Source: an optimization exercise on an open RTL-to-GDS flow (aim: a short achievable clock period and few clock cycles). Production flows keep margins and buffers that such runs may drop.
For this run, only the layout was checked, not whether the RTL still works.
Power figures rest on the tool's default switching activity, not on a simulated workload.

==> flow/config.mk <==
export PLATFORM = sky130hd
export DESIGN_NAME = ordered_record_list
export DESIGN_NICKNAME = ordered_record_list
export VERILOG_FILES = /design/flow/design.v
export SDC_FILE = /design/flow/constraint.sdc
export NUM_CORES = 4
export LEC_CHECK = 0
export ABC_CLOCK_PERIOD_IN_PS = 2000
export CAP_MARGIN = 20
export CORE_MARGIN = 2
export CORE_UTILIZATION = 40
export CTS_CLUSTER_DIAMETER = 80
export CTS_CLUSTER_SIZE = 22
export SETUP_SLACK_MARGIN = 2.6
export SLEW_MARGIN = 20
==> flow/constraint.sdc <==
create_clock -name core_clock -period 5.0 [get_ports {clk}]
set_input_delay 1.0000 -clock core_clock [delete_from_list [all_inputs] [get_ports {clk}]]
set_output_delay 1.0000 -clock core_clock [all_outputs]
set_load 0.01 [all_outputs]
==> flow/design.v <==
package orl_pkg;
  localparam logic [2:0] CMD_APPEND = 3'd0;
  localparam logic [2:0] CMD_DELETE = 3'd1;
  localparam logic [2:0] CMD_CLEAR  = 3'd2;
  localparam logic [2:0] CMD_COUNT  = 3'd3;
  localparam logic [2:0] CMD_KTH    = 3'd4;
  localparam logic [2:0] CMD_MIDDLE = 3'd5;
  localparam logic [2:0] CMD_VIEW   = 3'd6;
  localparam logic [2:0] ST_OK        = 3'd0;
  localparam logic [2:0] ST_NOT_FOUND = 3'd1;
  localparam logic [2:0] ST_FULL      = 3'd2;
  localparam logic [2:0] ST_EMPTY     = 3'd3;
  localparam logic [2:0] ST_BAD_POS   = 3'd4;
  typedef struct packed {
    logic [15:0] sel;         
    logic [3:0]  idx;         
    logic [4:0]  cnt;         
    logic [4:0]  cnt_hit;     
    logic [2:0]  status;      
    logic        last;        
    logic        app;         
    logic        clr;         
    logic        vm;          
  } hyp_t;
  function automatic hyp_t hyp(input logic [2:0] cmd, input logic [4:0] from,
                               input logic [4:0] c);
    hyp_t       p;
    logic       ne;
    logic [4:0] i;
    p         = '0;
    p.cnt     = c;
    p.cnt_hit = c - 5'd1;
    p.status  = ST_OK;
    p.last    = 1'b1;
    ne        = (c != 5'd0);
    i         = 5'd0;
    unique case (cmd)
      CMD_APPEND: begin
        if (c[4]) begin
          p.status = ST_FULL;
        end else begin
          p.app  = 1'b1;
          p.idx  = c[3:0];
          p.cnt  = c + 5'd1;
        end
      end
      CMD_DELETE: begin
        p.status = ne ? ST_NOT_FOUND : ST_EMPTY;
      end
      CMD_CLEAR: begin
        p.clr    = ne;
        p.cnt    = 5'd0;
        p.status = ne ? ST_OK : ST_EMPTY;
      end
      CMD_KTH: begin
        if (!ne) begin
          p.status = ST_EMPTY;
        end else if (from == 5'd0) begin
          p.status = ST_BAD_POS;
        end else begin
          i     = (from >= c) ? 5'd0 : c - from;
          p.sel = 16'd1 << i[3:0];
          p.idx = i[3:0];
        end
      end
      CMD_MIDDLE: begin
        if (!ne) begin
          p.status = ST_EMPTY;
        end else begin
          i     = c >> 1;
          p.sel = 16'd1 << i[3:0];
          p.idx = i[3:0];
        end
      end
      CMD_VIEW: begin
        if (!ne) begin
          p.status = ST_EMPTY;
        end else begin
          p.sel  = 16'd1;
          p.last = (c == 5'd1);
          p.vm   = (c != 5'd1);
        end
      end
      default: begin
      end
    endcase
    hyp = p;
  endfunction
  typedef struct packed {
    logic [31:0] key;
    logic [15:0] hgt;
    logic [15:0] sel;         
    logic [15:0] shift;       
    logic [15:0] wr;          
    logic [3:0]  idx;
    logic [4:0]  cnt;
    logic [2:0]  status;
    logic        last;
    logic        app;         
    logic        del;         
    logic        clr;         
    logic        vm;          
  } ex_t;
endpackage
module ordered_record_list #(
  parameter int DEPTH = 16
) (
  input  logic        clk,
  input  logic        rst,
  input  logic        start,
  input  logic [55:0] item,
  output logic        busy,
  output logic        result_valid,
  output logic [60:0] result
);
  logic [2:0]  in_cmd;
  logic [31:0] in_key;
  logic [15:0] in_hgt;
  logic [4:0]  in_from;
  assign in_cmd  = item[55:53];
  assign in_key  = item[52:21];
  assign in_hgt  = item[20:5];
  assign in_from = item[4:0];
  logic [31:0] key [16];
  logic [15:0] hgt [16];
  logic [15:0] vld;          
  logic [4:0]  cnt;          
  logic [4:0]  cnt_m2;       
  logic [4:0]  cnt_m1;       
  logic [4:0]  cnt_p1;       
  logic [4:0]  cnt_p2;       
  logic          pv;
  logic [31:0]   p_key;
  logic [15:0]   p_hgt;
  logic          p_del;      
  logic [15:0]   p_m;        
  logic          p_eqb;      
  orl_pkg::hyp_t p_h0;       
  orl_pkg::hyp_t p_h1;       
  orl_pkg::hyp_t p_h2;       
  orl_pkg::hyp_t p_h3;       
  logic        st;           
  logic [15:0] vptr;
  logic [3:0]  vidx;
  logic [3:0]  rem;          
  logic [4:0]  scnt;
  orl_pkg::ex_t x;
  logic         x_valid;
  logic [15:0]  xc_nshift;
  logic [15:0]  xc_nwr;
  logic         xc_nclr;
  logic         xc_napp;
  logic         xc_ndel;
  logic [31:0] rd_key;
  logic [15:0] rd_hgt;
  always_comb begin
    rd_key = '0;
    rd_hgt = '0;
    for (int i = 0; i < 16; i++) begin
      rd_key = rd_key | ({32{x.sel[i]}} & key[i]);
      rd_hgt = rd_hgt | ({16{x.sel[i]}} & hgt[i]);
    end
  end
  always_ff @(posedge clk) begin
    for (int i = 0; i < 16; i++) begin
      if (x.shift[i]) begin
        key[i] <= (i < 15) ? key[(i + 1) % 16] : key[i];
        hgt[i] <= (i < 15) ? hgt[(i + 1) % 16] : hgt[i];
      end else if (x.wr[i]) begin
        key[i] <= x.key;
        hgt[i] <= x.hgt;
      end
    end
  end
  always_ff @(posedge clk) begin
    if (rst) begin
      result_valid <= 1'b0;
    end else begin
      result_valid <= x_valid;
    end
  end
  always_ff @(posedge clk) begin
    result[60:29] <= rd_key | (x.app ? x.key : 32'd0);
    result[28:13] <= rd_hgt | (x.app ? x.hgt : 16'd0);
    result[12:9]  <= x.idx;
    result[8:4]   <= x.cnt;
    result[3:1]   <= x.status;
    result[0]     <= x.last;
  end
  logic          acc;
  logic [15:0]   mr;
  logic          eq_x;
  logic          eq_p;
  logic [15:0]   m1;
  logic [4:0]    cq;         
  logic [4:0]    cqm;
  logic [4:0]    cqp;
  orl_pkg::hyp_t h_new0;
  orl_pkg::hyp_t h_new1;
  orl_pkg::hyp_t h_new2;
  orl_pkg::hyp_t h_new3;
  assign acc = start & ~busy;
  always_comb begin
    for (int i = 0; i < 16; i++) mr[i] = vld[i] & (key[i] == in_key);
    eq_x = (x.key == in_key);
    eq_p = (p_key == in_key);
    for (int i = 0; i < 16; i++) begin
      if (!xc_nclr) m1[i] = 1'b0;
      else if (!xc_nshift[i]) m1[i] = (i < 15) ? mr[(i + 1) % 16] : 1'b0;
      else m1[i] = mr[i] | (!xc_nwr[i] & eq_x);
    end
    if (!xc_nclr) begin
      cq  = 5'd0;
      cqm = 5'd31;
      cqp = 5'd1;
    end else if (!xc_ndel) begin
      cq  = cnt_m1;
      cqm = cnt_m2;
      cqp = cnt;
    end else if (!xc_napp) begin
      cq  = cnt_p1;
      cqm = cnt;
      cqp = cnt_p2;
    end else begin
      cq  = cnt;
      cqm = cnt_m1;
      cqp = cnt_p1;
    end
    h_new0 = orl_pkg::hyp(in_cmd, in_from, cqm);
    h_new1 = orl_pkg::hyp(in_cmd, in_from, cq);
    h_new2 = orl_pkg::hyp(in_cmd, in_from, cqp);
    h_new3 = orl_pkg::hyp(in_cmd, in_from, 5'd0);
  end
  logic [15:0]   m2;
  logic [15:0]   pf2;        
  logic [15:0]   f2;         
  logic          hit2;
  logic [3:0]    f2_idx;
  logic [15:0]   vld1;       
  orl_pkg::hyp_t hs;
  orl_pkg::ex_t  mv;
  always_comb begin
    for (int i = 0; i < 16; i++) begin
      if (!xc_nclr) m2[i] = 1'b0;
      else if (!xc_nshift[i]) m2[i] = (i < 15) ? p_m[(i + 1) % 16] : 1'b0;
      else m2[i] = p_m[i] | (!xc_nwr[i] & p_eqb);
    end
    pf2[0] = m2[0];
    for (int i = 1; i < 16; i++) pf2[i] = pf2[i-1] | m2[i];
    f2[0] = m2[0];
    for (int i = 1; i < 16; i++) f2[i] = m2[i] & ~pf2[i-1];
    hit2 = pf2[15];
    f2_idx[3] = pf2[15] & ~pf2[7];
    f2_idx[2] = (pf2[7] & ~pf2[3]) | (pf2[15] & ~pf2[11]);
    f2_idx[1] = (pf2[3] & ~pf2[1]) | (pf2[7] & ~pf2[5]) |
                (pf2[11] & ~pf2[9]) | (pf2[15] & ~pf2[13]);
    f2_idx[0] = 1'b0;
    for (int i = 0; i < 8; i++) f2_idx[0] = f2_idx[0] | (pf2[2*i+1] & ~pf2[2*i]);
    if (!xc_nclr) hs = p_h3;
    else if (!xc_ndel) hs = p_h0;
    else if (!xc_napp) hs = p_h2;
    else hs = p_h1;
    mv.key    = p_key;
    mv.hgt    = p_hgt;
    if (!xc_nclr) vld1 = '0;
    else if (!xc_ndel) vld1 = {1'b0, vld[15:1]};
    else vld1 = vld | ~xc_nwr;
    mv.wr[0] = hs.app & ~vld1[0];
    for (int i = 1; i < 16; i++) mv.wr[i] = hs.app & vld1[i-1] & ~vld1[i];
    mv.last   = hs.last;
    mv.app    = hs.app;
    mv.clr    = hs.clr;
    mv.vm     = hs.vm;
    if (p_del) begin
      mv.sel    = f2;
      mv.shift  = pf2;
      mv.idx    = f2_idx;
      mv.cnt    = hit2 ? hs.cnt_hit : hs.cnt;
      mv.status = hit2 ? orl_pkg::ST_OK : hs.status;
      mv.del    = hit2;
    end else begin
      mv.sel    = hs.sel;
      mv.shift  = '0;
      mv.idx    = hs.idx;
      mv.cnt    = hs.cnt;
      mv.status = hs.status;
      mv.del    = 1'b0;
    end
  end
  logic         pv_n;
  logic         st_n;
  logic [15:0]  vptr_n;
  logic [3:0]   vidx_n;
  logic [3:0]   rem_n;
  logic [4:0]   scnt_n;
  orl_pkg::ex_t x_n;
  logic [4:0]   cnt_n;
  always_comb begin
    if (st) begin
      st_n   = (rem != 4'd1);
      vptr_n = {vptr[14:0], 1'b0};
      vidx_n = vidx + 4'd1;
      rem_n  = rem - 4'd1;
      scnt_n = scnt;
    end else begin
      st_n   = x.vm;
      vptr_n = 16'd2;
      vidx_n = 4'd1;
      rem_n  = 4'(x.cnt - 5'd1);
      scnt_n = x.cnt;
    end
    x_n = '0;
    if (st_n) begin
      x_n.sel    = vptr_n;
      x_n.idx    = vidx_n;
      x_n.cnt    = scnt_n;
      x_n.status = orl_pkg::ST_OK;
      x_n.last   = (rem_n == 4'd1);
    end else if (pv) begin
      x_n = mv;
    end
    pv_n  = acc | (pv & st_n);
    if (x.clr) cnt_n = 5'd0;
    else if (x.del) cnt_n = cnt_m1;
    else if (x.app) cnt_n = cnt_p1;
    else cnt_n = cnt;
  end
  always_ff @(posedge clk) begin
    if (rst) begin
      pv        <= 1'b0;
      st        <= 1'b0;
      busy      <= 1'b0;
      x_valid   <= 1'b0;
      x.shift   <= '0;
      x.wr      <= '0;
      x.app     <= 1'b0;
      x.del     <= 1'b0;
      x.clr     <= 1'b0;
      x.vm      <= 1'b0;
      xc_nshift <= '1;
      xc_nwr    <= '1;
      xc_nclr   <= 1'b1;
      xc_napp   <= 1'b1;
      xc_ndel   <= 1'b1;
      vld       <= '0;
      cnt       <= 5'd0;
      cnt_m2    <= 5'd30;
      cnt_m1    <= 5'd31;
      cnt_p1    <= 5'd1;
      cnt_p2    <= 5'd2;
    end else begin
      pv        <= pv_n;
      st        <= st_n;
      busy      <= pv_n & (st_n ? (rem_n != 4'd1) : x_n.vm);
      x_valid   <= st_n | pv;
      x.shift   <= x_n.shift;
      x.wr      <= x_n.wr;
      x.app     <= x_n.app;
      x.del     <= x_n.del;
      x.clr     <= x_n.clr;
      x.vm      <= x_n.vm;
      xc_nshift <= ~x_n.shift;
      xc_nwr    <= ~x_n.wr;
      xc_nclr   <= ~x_n.clr;
      xc_napp   <= ~x_n.app;
      xc_ndel   <= ~x_n.del;
      if (x.clr) begin
        vld <= '0;
      end else if (x.del) begin
        vld <= {1'b0, vld[15:1]};
      end else begin
        vld <= vld | x.wr;
      end
      cnt       <= cnt_n;
      cnt_m2    <= cnt_n - 5'd2;
      cnt_m1    <= cnt_n - 5'd1;
      cnt_p1    <= cnt_n + 5'd1;
      cnt_p2    <= cnt_n + 5'd2;
    end
  end
  always_ff @(posedge clk) begin
    if (acc) begin
      p_key <= in_key;
      p_hgt <= in_hgt;
      p_del <= (in_cmd == orl_pkg::CMD_DELETE);
      p_m   <= m1;
      p_eqb <= eq_p;
      p_h0  <= h_new0;
      p_h1  <= h_new1;
      p_h2  <= h_new2;
      p_h3  <= h_new3;
    end
    x.key    <= x_n.key;
    x.hgt    <= x_n.hgt;
    x.sel    <= x_n.sel;
    x.idx    <= x_n.idx;
    x.cnt    <= x_n.cnt;
    x.status <= x_n.status;
    x.last   <= x_n.last;
    vptr     <= vptr_n;
    vidx     <= vidx_n;
    rem      <= rem_n;
    scnt     <= scnt_n;
  end
endmodule
==> flow/run.sh <==
#!/bin/bash
# synth_recipe.tcl (not shown) runs the flow's synth.tcl, then flattens the netlist and writes it again
# the make line also repeats each setting of config.mk as NAME=value (left out here)
make -C /OpenROAD-flow-scripts/flow DESIGN_CONFIG=/design/flow/config.mk WORK_HOME=/design/flow/orfs CLKGATE_MAP_FILE= SYNTH_SCRIPT=/design/flow/synth_recipe.tcl finish
==> results.txt <==
-- metal layers --
layer / vias to the layer above / GRT usage
met3: 904 / 0.0934
met1: 24200 / 0.480
met4: 16 / 0.172
met2: 3925 / 0.521
met5: - / 0
li1: 18800 / -
-- worst max-delay path: stages, from the launching register on --
cell and delay [ps]:
sky130_fd_sc_hd__dfxtp_4 420, sky130_fd_sc_hd__buf_4 190, sky130_fd_sc_hd__a21oi_2 150, sky130_fd_sc_hd__buf_6 140
sky130_fd_sc_hd__nand2_8 70, sky130_fd_sc_hd__buf_4 200, sky130_fd_sc_hd__fa_2 440, sky130_fd_sc_hd__xor2_4 210
sky130_fd_sc_hd__nor2_4 170, sky130_fd_sc_hd__inv_1 100, sky130_fd_sc_hd__or4_1 520, sky130_fd_sc_hd__a21oi_1 160
-- area by class of cell --
class | count | share of cell area
well taps | 2030 | 0.0349
diodes | 12 | 0.000412
clock buffers | 106 | 0.0300
flip-flops and latches | 1222 | 0.468
inverters | 89 | 0.00546
clock inverters | 43 | 0.00733
multi-input cells | 3190 | 0.390
repair buffers | 499 | 0.0639
-- through the flow --
| stage | setup slack (ps) | hold slack, ps | std cells | utilization | power [mW] |
|---|---|---|---|---|---|
| 5_1_grt | 2030 | 332 | 7180 | 0.479 | 23.4 |
| 3_3_place_gp | 430 | 316 | 6813 | 0.431 | 15.0 |
| 2_1_floorplan | 888 | 310 | 4888 | - | 13.6 |
| 6_report | 2060 | 333 | 7191 | 0.479 | 22.9 |
| 4_1_cts | 2160 | 334 | 7083 | 0.467 | 22.5 |
| 3_5_place_dp | 433 | 313 | 6813 | 0.431 | 15.0 |
-- sequential cells by signal, summed over array words and instances (netlist names), 5 cells and up --
signal     count
key          512
p_hgt         16
xc_nshift     15
cnt_p2         5
scnt           5
xc_nwr        16
p_key         32
p_h2          37
p_m           16
x            112
vptr          14
p_h1          37
result        61
hgt          256
p_h0          36
vld           16
cnt_p1         5
-- cell usage in the layout (no fill, tap or decap), types with 61 or more instances in the layout --
| master | count |
|---|---|
| sky130_fd_sc_hd__nand4_1 | 84 |
| sky130_fd_sc_hd__dfxtp_1 | 205 |
| sky130_fd_sc_hd__nor2_1 | 176 |
| sky130_fd_sc_hd__nor4_1 | 66 |
| sky130_fd_sc_hd__clkbuf_16 | 90 |
| sky130_fd_sc_hd__a21oi_1 | 75 |
| sky130_fd_sc_hd__xor2_1 | 503 |
| sky130_fd_sc_hd__nand2_1 | 146 |
| sky130_fd_sc_hd__edfxtp_1 | 946 |
| sky130_fd_sc_hd__buf_4 | 287 |
| sky130_fd_sc_hd__nor3_1 | 61 |
| sky130_fd_sc_hd__nand3_1 | 100 |
| sky130_fd_sc_hd__mux2_2 | 724 |
| sky130_fd_sc_hd__a22oi_1 | 329 |
-- timing repair --
item	in CTS	in global routing
resized for setup	563	219
gates cloned	6	10
setup buffers	115	86
endpoints found under the setup margin	379	174
pin swaps	103	110
-- path summary, 6_finish.rpt --
kind	startpoint	to	slack [ps]	depth (start not counted)
setup / recovery	xc_ndel	p_h2[25]	2060	11
hold / removal	x[6]	result[2]	330	0
setup reg to reg	xc_ndel	p_h2[25]	2060	11
hold reg to reg	x[6]	result[2]	330	0
-- logic make-up (layout without fill, tap and decap cells) --
| logic type | count (synthesis) | count (layout) | synth area share |
|---|---|---|---|
| compound gates | 734 | 734 | 0.0885 |
| xor+xnor | 600 | 600 | 0.0857 |
| fa+ha+maj | 45 | 45 | 0.00955 |
| buf+inv | 482 | 737 | 0.0318 |
| flops | 1222 | 1222 | 0.554 |
| mux | 779 | 779 | 0.142 |
| other cells | 0 | 12 | 0 |
| simple gates | 1026 | 1032 | 0.0888 |
-- power groups by stage --
| stage | clock [mW] | sequential, mW | combinational [mW] |
|---|---|---|---|
| after global placement | 0 | 12.0 | 2.96 |
| final | 7.45 | 11.8 | 3.63 |
| after global routing | 7.82 | 11.8 | 3.72 |
| after floorplan | 0 | 11.8 | 1.78 |
| after CTS | 7.47 | 11.8 | 3.27 |
| after detailed placement | 0 | 12.0 | 2.97 |
==> results by group <==
Detailed routing
  • Total DRC errors in the routed layout: 0
  • Vias: 47.9k
  • Top Layer Used: met5
  • Met2 WL: about 120000 um
  • Metal-1 WL: about 110000 um
  • WL met3: 36200 um
  • Routed vias/inst: roughly 6.7
  • Initial DRC count: approximately 8.4k
  • TritonRoute pass-1 iters: 8
  • Total detailed-routing wirelength: 289000 um
  • Detail Route Antenna Nets: 0
  • Detail-routed net length per standard cell: 40.1 um

Clock tree
  • Clock Root Buffer: sky130_fd_sc_hd__clkbuf_16
  • Cts-stage hold buffer count: 0
  • CTS tree: done
  • Number of buffers created by CTS: 81
  • Sinks on Clock Net: 1222
  • Worst-path clk slew: 90 ps
  • Largest buffer count on any clock path: 3
  • Source-to-sink clock delay at the later pin of the worst-skew pair: 760 ps
  • H-tree depth: 3

Timing
  • Highest attainable clock frequency: 340 MHz
  • Worst-margin pin slew: 1280 ps
  • Max Slew Vio Count: 0
  • Final-report setup violation count: 0
  • Worst Clk Skew: approximately 63 ps
  • Final-report hold violation count: 0
  • Unrepaired setup endpoints after global routing: yes
  • Final-layout setup total negative slack: 0 ps
  • Post-route fraction of the period consumed by the critical path: 0.588
  • Final min period: between 2000 and 3000 ps
  • Worst-case headroom to the max-slew limit: 0.147

Synth
  • Dominant cell by count in the synthesized netlist: sky130_fd_sc_hd__edfxtp_1
  • Sequential share of the synthesized area: 0.554
  • Seq cells post-synth: between 1k and 1.5k
  • Number of nets in the synthesized netlist: around 5.0k
  • Count of distinct cell types in the synthesized netlist: 87
  • Yosys synthesis warning count: 3
  • Fraction of post-synthesis cell area in the top cell type by area: 0.463
  • Share of synthesized registers carrying an async set or reset: 0
  • Leading register cell type out of synthesis: sky130_fd_sc_hd__edfxtp_1
  • Ranking of synthesized cells by instance count: sky130_fd_sc_hd__edfxtp_1 (946), sky130_fd_sc_hd__mux2_2 (725), sky130_fd_sc_hd__xor2_1 (537)
  • Leading post-synthesis cells by cell area: sky130_fd_sc_hd__edfxtp_1 (46%), sky130_fd_sc_hd__mux2_2 (13%), sky130_fd_sc_hd__dfxtp_1 (9.0%)
  • Mean Syn Cell Area: 12.5 sq um
  • Netlist Area Pre-Place: 61300 sq um
  • EDFF count, synth: 946
  • Synth area leader: sky130_fd_sc_hd__edfxtp_1
  • Cell count after synthesis: between 4k and 5k

Power and ir drop
  • Leakage: about 26 nW
  • Gate power share: 0.158
  • Power density of the placed cells: 314 nW/um^2
  • Cell internal power dissipation: 16.1 mW
  • Fraction of power spent switching nets: 0.297
  • Max VDD drop: 0.271 mV
  • Switching power of the nets: a little under 7 mW
  • Fraction of power consumed by the clock network: 0.325
  • Register share of total power: 0.516

Min path
  • Worst hold path type: reg -> reg

Finish
  • Ratio of cells with drive above 1 in the final layout: 0.346
  • Layout overhead on the synthesized area: 18.9%
  • Area occupied by registers: about 34000 sq um
  • Fillcell total: about 13k
  • Design Area, Final: 72900 sq um
  • Area used by multi-input combinational logic: 28400 sq um
  • Final #Nets: 5187

Floorplan
  • Placeable Area: 152000 sq um
  • Area of the die: around 160000 sq um
  • Effective utilization at floorplan: 0.403
  • Standard-cell rows: about 140
  • Die Span Y: roughly 400 um
  • Top Ports: between 100 and 150
  • Width of the die: roughly 400 um

Global route
  • Number of antenna violations at the first check in global routing: 21
  • First-pass GRT wire length: 383000 um
  • Largest net degree at the start of global routing: 116
  • Number of global-route vias before repair: between 40k and 50k
  • GR Overflow Total: 0
  • GRT Util Overall: 0.353

Run
  • Max-cap violations: 0

Worst setup path
  • Data required time at the worst endpoint: 5600 ps
  • Max FO, Critical Path: 9
  • Kind of launch point of the worst setup path: flip-flop
  • Crit path arrival time: 3540 ps
  • Critical path type: reg -> reg
  • Kind of end point of the critical path: flip-flop

Placement
  • RePlAce Congestion: 1.18
  • Estimated wirelength of the detail-placed design: 192000 um
  • Placed cell area: 65500 sq um
  • Count of buffers inserted at the top-level ports: between 100 and 150

Outcome
  • Run status: timing/DRC/antenna clean

==> port drivers added, routing unchanged <==
Ports are ideal in the flow. The routed layout listed here was re-timed in OpenROAD. Step 1: set_driving_cell puts a clkbuf_16 on clk and a buf_2 on each other input, an assumption about the parent block. Step 2, shift: input delay + t, output delay - t, t = (earliest + latest rising clock arrival at the registers) / 2. This alone moves slack from input paths to output paths. Slacks: no drivers / after step 1 / after step 2; pairs: no drivers / after step 1.
t, ns: 0.819
slack for setup (ns): 2.059 / 2.059 / 1.473
latest minus earliest clock arrival (ns): 0.064 / 0.064
worst slew at a driven data input, ns: 0.16
cell pins on the clock port's net: 1
After both steps this run still meets setup and hold. For this run, drivers alone change the setup slack by 0.000 ns; drivers and shift together by -0.586 ns.
